This design comes from an exercise in tuning for a short achievable clock period on the open sky130 flow, not from production work.
The RTL was checked by simulation tests, not by an equivalence proof against the original design.
The clock port is modelled as an ideal driver; clocking choices that lean on that would not hold on a real chip.
No activity file was given, so power comes from the tool's default toggle rates.

==> flow/design.v (excerpt) <==
module id_issue_stage
#(
    parameter int XLEN  = 32,
    parameter int NREGS = 32
) (
    input  logic            clk,
    input  logic            rst_n,
    input  logic            in_valid,
    output logic            in_ready,
    input  logic [31:0]     in_instr,
    output logic            out_valid,
    input  logic            out_ready,
    output logic [31:0]     Instruction,
    output logic [XLEN-1:0] A,
    output logic [XLEN-1:0] B,
    output logic [4:0]      shamt,
    output logic [XLEN-1:0] store_data,
    output logic [4:0]      dest,
    output logic            dest_wen,
    input  logic            wb_en,
    input  logic [4:0]      wb_addr,
    input  logic [XLEN-1:0] wb_data,
    input  logic            flush
);
==> module id_issue_stage, before the edit <==
module id_issue_stage
#(
    parameter int XLEN  = 32,
    parameter int NREGS = 32
) (
    input  logic            clk,
    input  logic            rst_n,
    input  logic            in_valid,
    output logic            in_ready,
    input  logic [31:0]     in_instr,
    output logic            out_valid,
    input  logic            out_ready,
    output logic [31:0]     Instruction,
    output logic [XLEN-1:0] A,
    output logic [XLEN-1:0] B,
    output logic [4:0]      shamt,
    output logic [XLEN-1:0] store_data,
    output logic [4:0]      dest,
    output logic            dest_wen,
    input  logic            wb_en,
    input  logic [4:0]      wb_addr,
    input  logic [XLEN-1:0] wb_data,
    input  logic            flush
);
    logic [5:0]  op;
    logic [4:0]  rs, rt, rd;
    logic [15:0] imm;
    logic        is_r, wen, bsext, bzext;
    logic [4:0]  dst;
    assign op  = in_instr[cpu_pkg::OP_HI:cpu_pkg::OP_LO];
    assign rs  = in_instr[cpu_pkg::RS_HI:cpu_pkg::RS_LO];
    assign rt  = in_instr[cpu_pkg::RT_HI:cpu_pkg::RT_LO];
    assign rd  = in_instr[cpu_pkg::RD_HI:cpu_pkg::RD_LO];
    assign imm = in_instr[cpu_pkg::IMM_HI:cpu_pkg::IMM_LO];
    assign is_r  = (op == cpu_pkg::OP_RTYPE);
    assign bsext = (op == cpu_pkg::OP_ADDIU) || (op == cpu_pkg::OP_LW) || (op == cpu_pkg::OP_SW);
    assign bzext = (op == cpu_pkg::OP_ANDI);
    assign dst   = is_r ? rd : rt;
    assign wen   = (is_r || op == cpu_pkg::OP_ADDIU || op == cpu_pkg::OP_LW ||
                    op == cpu_pkg::OP_ANDI) && (dst != 5'd0);
    logic [XLEN-1:0] rs_val, rt_val;
    reg_file_2r1w #(.XLEN(XLEN), .NREGS(NREGS)) u_rf (
        .clk   (clk),
        .rst_n (rst_n),
        .ra0   (rs),
        .rd0   (rs_val),
        .ra1   (rt),
        .rd1   (rt_val),
        .we    (wb_en),
        .wa    (wb_addr),
        .wd    (wb_data)
    );
    logic [NREGS-1:0] busy_q;
    logic [NREGS-1:1] busy_d;
    logic             out_valid_q;
    logic             dest_wen_q;
    logic [4:0]       dest_q;
    assign busy_q[0] = 1'b0;
    logic [3:0] lk_tn_rs, lk_tn_rt, lk_tn_rd;
    logic [2:0] lk_ne_a, lk_ne_b;
    logic       slot_free, accept, ready_int;
    busy_lookup u_lk_rs (.busy(busy_q), .x(rs), .wb_en(wb_en), .wb_addr(wb_addr),
                         .tn(lk_tn_rs), .ne_a(lk_ne_a[0]), .ne_b(lk_ne_b[0]));
    busy_lookup u_lk_rt (.busy(busy_q), .x(rt), .wb_en(wb_en), .wb_addr(wb_addr),
                         .tn(lk_tn_rt), .ne_a(lk_ne_a[1]), .ne_b(lk_ne_b[1]));
    busy_lookup u_lk_rd (.busy(busy_q), .x(rd), .wb_en(wb_en), .wb_addr(wb_addr),
                         .tn(lk_tn_rd), .ne_a(lk_ne_a[2]), .ne_b(lk_ne_b[2]));
    ready_gate u_rdy (
        .op        (op),
        .xh_rs     (rs[4:3]),
        .xh_rt     (rt[4:3]),
        .xh_rd     (rd[4:3]),
        .in_valid  (in_valid),
        .out_valid (out_valid_q),
        .out_ready (out_ready),
        .flush     (flush),
        .tn_rs     (lk_tn_rs),
        .tn_rt     (lk_tn_rt),
        .tn_rd     (lk_tn_rd),
        .ne_a      (lk_ne_a),
        .ne_b      (lk_ne_b),
        .in_ready  (in_ready),
        .ready_int (ready_int)
    );
    assign slot_free = ~out_valid_q | out_ready;
    assign accept    = in_valid & ready_int;
    always_comb begin
        for (int i = 1; i < NREGS; i++) begin
            busy_d[i] = busy_q[i];
            if (wb_en && wb_addr == 5'(i)) busy_d[i] = 1'b0;
            if (flush && out_valid_q && dest_wen_q && dest_q == 5'(i)) busy_d[i] = 1'b0;
            if (accept && wen && dst == 5'(i)) busy_d[i] = 1'b1;
        end
    end
    always_ff @(posedge clk or negedge rst_n) begin
        if (!rst_n) begin
            out_valid_q <= 1'b0;
            busy_q[NREGS-1:1] <= '0;
        end else begin
            out_valid_q <= accept | (out_valid_q & ~out_ready & ~flush);
            busy_q[NREGS-1:1] <= busy_d;
        end
    end
    logic [31:0]     instr_q;
    logic [XLEN-1:0] a_q, b_q, store_q;
    logic [4:0]      shamt_q;
    always_ff @(posedge clk) begin
        if (slot_free) begin
            instr_q    <= in_instr;
            a_q        <= rs_val;
            b_q        <= bsext ? {{(XLEN-16){imm[15]}}, imm} :
                          bzext ? {{(XLEN-16){1'b0}}, imm} : rt_val;
            shamt_q    <= in_instr[cpu_pkg::SH_HI:cpu_pkg::SH_LO];
            store_q    <= rt_val;
            dest_q     <= wen ? dst : 5'd0;
            dest_wen_q <= wen;
        end
    end
    assign out_valid   = out_valid_q;
    assign Instruction = instr_q;
    assign A           = a_q;
    assign B           = b_q;
    assign shamt       = shamt_q;
    assign store_data  = store_q;
    assign dest        = dest_q;
    assign dest_wen    = dest_wen_q;
endmodule
==> module ready_gate, before the edit <==
module ready_gate (
    input  logic [5:0] op,
    input  logic [1:0] xh_rs,
    input  logic [1:0] xh_rt,
    input  logic [1:0] xh_rd,
    input  logic       in_valid,
    input  logic       out_valid,
    input  logic       out_ready,
    input  logic       flush,
    input  logic [3:0] tn_rs,
    input  logic [3:0] tn_rt,
    input  logic [3:0] tn_rd,
    input  logic [2:0] ne_a,
    input  logic [2:0] ne_b,
    output logic       in_ready,
    output logic       ready_int
);
    logic iv_r, nblk, n1, n2;
    logic [2:0] ok_lo, ok_hi;
    gate_ivr  u_ivr (.op(op), .iv(in_valid), .y(iv_r));
    gate_nblk u_blk (.ov(out_valid), .ordy(out_ready), .fl(flush), .y(nblk));
    operand_ok u_rs (.xh(xh_rs), .gate(in_valid), .ne_a(ne_a[0]), .ne_b(ne_b[0]), .tn(tn_rs),
                     .ok_lo(ok_lo[0]), .ok_hi(ok_hi[0]));
    operand_ok u_rt (.xh(xh_rt), .gate(in_valid), .ne_a(ne_a[1]), .ne_b(ne_b[1]), .tn(tn_rt),
                     .ok_lo(ok_lo[1]), .ok_hi(ok_hi[1]));
    operand_ok u_rd (.xh(xh_rd), .gate(iv_r),     .ne_a(ne_a[2]), .ne_b(ne_b[2]), .tn(tn_rd),
                     .ok_lo(ok_lo[2]), .ok_hi(ok_hi[2]));
    gate_nand4 u_n1 (.a(ok_lo[0]), .b(ok_hi[0]), .c(ok_lo[1]), .d(ok_hi[1]), .y(n1));
    gate_nand3 u_n2 (.a(ok_lo[2]), .b(ok_hi[2]), .c(nblk), .y(n2));
    gate_nor2  u_rdy (.a(n1), .b(n2), .y(in_ready));
    gate_nor2  u_int (.a(n1), .b(n2), .y(ready_int));
endmodule
clock: 9.0 ns
lec_check: 0
cap_margin: 20
core_margin: 2
core_utilization: 30
place_density: 0.4
setup_slack_margin: 4.5
slew_margin: 20
synth_hierarchical: 1
standard.sh (not shown) runs the stock make flow with config.mk's settings and CLKGATE_MAP_FILE= SYNTH_SCRIPT=/design/flow/synth_recipe.tcl, a recipe that flattens the netlist after the stock synthesis.
==> flow/flow/run.sh <==
#!/bin/bash
# Own layout flow: the standard flow (standard.sh) with one addition, a POST_CTS_TCL hook
# (flow/post_cts.tcl) that runs a further timing repair pass and greedy moves (buffer hoisting,
# gate sizing) on the worst setup paths after clock tree synthesis. Synthesis is the standard
# one, unchanged.
# Each stage's full output goes to a log file in this folder.
set -euo pipefail
W=$(pwd)
bash standard.sh synth > "$W/synth.log" 2>&1
POST_CTS_TCL="$W/flow/post_cts.tcl" bash standard.sh floorplan place cts > "$W/place_cts.log" 2>&1
bash standard.sh finish > "$W/route_finish.log" 2>&1
Other scripts of this flow, unchanged in this note and not shown: flow/flow/post_cts.tcl, flow/flow/size_crit.tcl
Rerun with:
--- a/flow/design.v
+++ b/flow/design.v
@@ -120,5 +120,5 @@
     logic [3:0] lk_tn_rs, lk_tn_rt, lk_tn_rd;
     logic [2:0] lk_ne_a, lk_ne_b;
-    logic       slot_free, accept, ready_int;
+    logic       slot_free, accept;
     busy_lookup u_lk_rs (.busy(busy_q), .x(rs), .wb_en(wb_en), .wb_addr(wb_addr),
                          .tn(lk_tn_rs), .ne_a(lk_ne_a[0]), .ne_b(lk_ne_b[0]));
@@ -141,9 +141,8 @@
         .ne_a      (lk_ne_a),
         .ne_b      (lk_ne_b),
-        .in_ready  (in_ready),
-        .ready_int (ready_int)
+        .in_ready  (in_ready)
     );
     assign slot_free = ~out_valid_q | out_ready;
-    assign accept    = in_valid & ready_int;
+    assign accept    = in_valid & in_ready;
     always_comb begin
         for (int i = 1; i < NREGS; i++) begin
@@ -248,6 +247,5 @@
     input  logic [2:0] ne_a,
     input  logic [2:0] ne_b,
-    output logic       in_ready,
-    output logic       ready_int
+    output logic       in_ready
 );
     logic iv_r, nblk, n1, n2;
@@ -264,5 +262,4 @@
     gate_nand3 u_n2 (.a(ok_lo[2]), .b(ok_hi[2]), .c(nblk), .y(n2));
     gate_nor2  u_rdy (.a(n1), .b(n2), .y(in_ready));
-    gate_nor2  u_int (.a(n1), .b(n2), .y(ready_int));
 endmodule
 module gate_inv (input logic a, output logic y);
=> Global-route usage is lower by 0.41 points. Worst hold slack is about the same. Wire length is lower by 0.81%. Core utilization decreases by 0.62 points. Via count hardly moves. Design area decreases by about 1.7%. Maximum frequency barely changes. Power is lower by 1.9%. First-iteration DRC count is lower by 4.2%. Worst setup slack gets worse by 0.0064 ns. Synthesized area stays flat. Sequential power decreases by about 1%. Sequential cell count is unchanged. Cell count went down by about 0.4%.

---

id_issue_stage again, from the RTL that the note above started with.
clock: 9.0 ns
lec_check: 0
cap_margin: 20
core_margin: 2
core_utilization: 30
place_density: 0.4
setup_slack_margin: 4.5
slew_margin: 20
synth_hierarchical: 1
run.sh (not shown) runs the stock make flow with config.mk's settings and CLKGATE_MAP_FILE= SYNTH_SCRIPT=/design/flow/synth_recipe.tcl, a recipe that flattens the netlist after the stock synthesis.
Stock flow here: none of the scripts above is used.
==> next run, changes <==
--- a/flow/design.v
+++ b/flow/design.v
@@ -117,11 +117,11 @@
     logic             dest_wen_q;
     logic [4:0]       dest_q;
     assign busy_q[0] = 1'b0;
     logic [3:0] lk_tn_rs, lk_tn_rt, lk_tn_rd;
     logic [2:0] lk_ne_a, lk_ne_b;
-    logic       slot_free, accept, ready_int;
+    logic       slot_free, accept;
     busy_lookup u_lk_rs (.busy(busy_q), .x(rs), .wb_en(wb_en), .wb_addr(wb_addr),
                          .tn(lk_tn_rs), .ne_a(lk_ne_a[0]), .ne_b(lk_ne_b[0]));
     busy_lookup u_lk_rt (.busy(busy_q), .x(rt), .wb_en(wb_en), .wb_addr(wb_addr),
                          .tn(lk_tn_rt), .ne_a(lk_ne_a[1]), .ne_b(lk_ne_b[1]));
     busy_lookup u_lk_rd (.busy(busy_q), .x(rd), .wb_en(wb_en), .wb_addr(wb_addr),
@@ -138,15 +138,14 @@
         .tn_rs     (lk_tn_rs),
         .tn_rt     (lk_tn_rt),
         .tn_rd     (lk_tn_rd),
         .ne_a      (lk_ne_a),
         .ne_b      (lk_ne_b),
-        .in_ready  (in_ready),
-        .ready_int (ready_int)
+        .in_ready  (in_ready)
     );
     assign slot_free = ~out_valid_q | out_ready;
-    assign accept    = in_valid & ready_int;
+    assign accept    = in_valid & in_ready;
     always_comb begin
         for (int i = 1; i < NREGS; i++) begin
             busy_d[i] = busy_q[i];
             if (wb_en && wb_addr == 5'(i)) busy_d[i] = 1'b0;
             if (flush && out_valid_q && dest_wen_q && dest_q == 5'(i)) busy_d[i] = 1'b0;
@@ -245,12 +244,11 @@
     input  logic [3:0] tn_rs,
     input  logic [3:0] tn_rt,
     input  logic [3:0] tn_rd,
     input  logic [2:0] ne_a,
     input  logic [2:0] ne_b,
-    output logic       in_ready,
-    output logic       ready_int
+    output logic       in_ready
 );
     logic iv_r, nblk, n1, n2;
     logic [2:0] ok_lo, ok_hi;
     gate_ivr  u_ivr (.op(op), .iv(in_valid), .y(iv_r));
     gate_nblk u_blk (.ov(out_valid), .ordy(out_ready), .fl(flush), .y(nblk));
@@ -261,11 +259,10 @@
     operand_ok u_rd (.xh(xh_rd), .gate(iv_r),     .ne_a(ne_a[2]), .ne_b(ne_b[2]), .tn(tn_rd),
                      .ok_lo(ok_lo[2]), .ok_hi(ok_hi[2]));
     gate_nand4 u_n1 (.a(ok_lo[0]), .b(ok_hi[0]), .c(ok_lo[1]), .d(ok_hi[1]), .y(n1));
     gate_nand3 u_n2 (.a(ok_lo[2]), .b(ok_hi[2]), .c(nblk), .y(n2));
     gate_nor2  u_rdy (.a(n1), .b(n2), .y(in_ready));
-    gate_nor2  u_int (.a(n1), .b(n2), .y(ready_int));
 endmodule
 module gate_inv (input logic a, output logic y);
     assign y = ~a;
 endmodule
 module gate_mux2i (input logic a0, input logic a1, input logic s, output logic y);
The changed run completed without violations; synthesized cell count hardly moves; clock power came out lower by 3.6%; clock skew came out lower by 0.0049 ns; cell area came out lower by 1.4%; worst setup slack improved by 0.016 ns; total power came out lower by 1.9%; final cell count hardly moves; register-to-register slack improved by 0.84 ns; die area is about the same; utilization came out lower by 0.53 points.

==> port drivers added, routing unchanged <==
The flow's constraints put no driver on any port. The routed layouts listed below were extracted and timed again, unchanged, in two steps. Step 1 assumes that a clkbuf_16 drives the clock port and a buf_2 every other input. Step 2, shift: input delay + t, output delay - t, t = (earliest + latest rising clock arrival at the registers) / 2. This alone moves slack from input paths to output paths. Three values: ideal, step 1, step 2; two values: the first two.
run	shift t [ns]	setup slack, ns	slew at the worst register clock pin (ns)	worst data-port slew with drivers (ns)	cell pins on the clock port's net
the first run of note 1	0.905	4.013 / 3.796 / 3.040	0.07 / 0.07	0.30	1
the second run of note 1	0.913	4.006 / 3.771 / 3.379	0.07 / 0.07	0.26	1
the first run of note 2	0.901	3.973 / 3.716 / 2.998	0.07 / 0.07	0.29	1
the second run of note 2	0.914	3.989 / 3.754 / 3.410	0.07 / 0.07	0.26	1
After both steps every run listed still meets setup and hold. The setup slack of the first run of note 2, which loses most, moves by -0.257 ns with the drivers and by -0.975 ns with both steps.
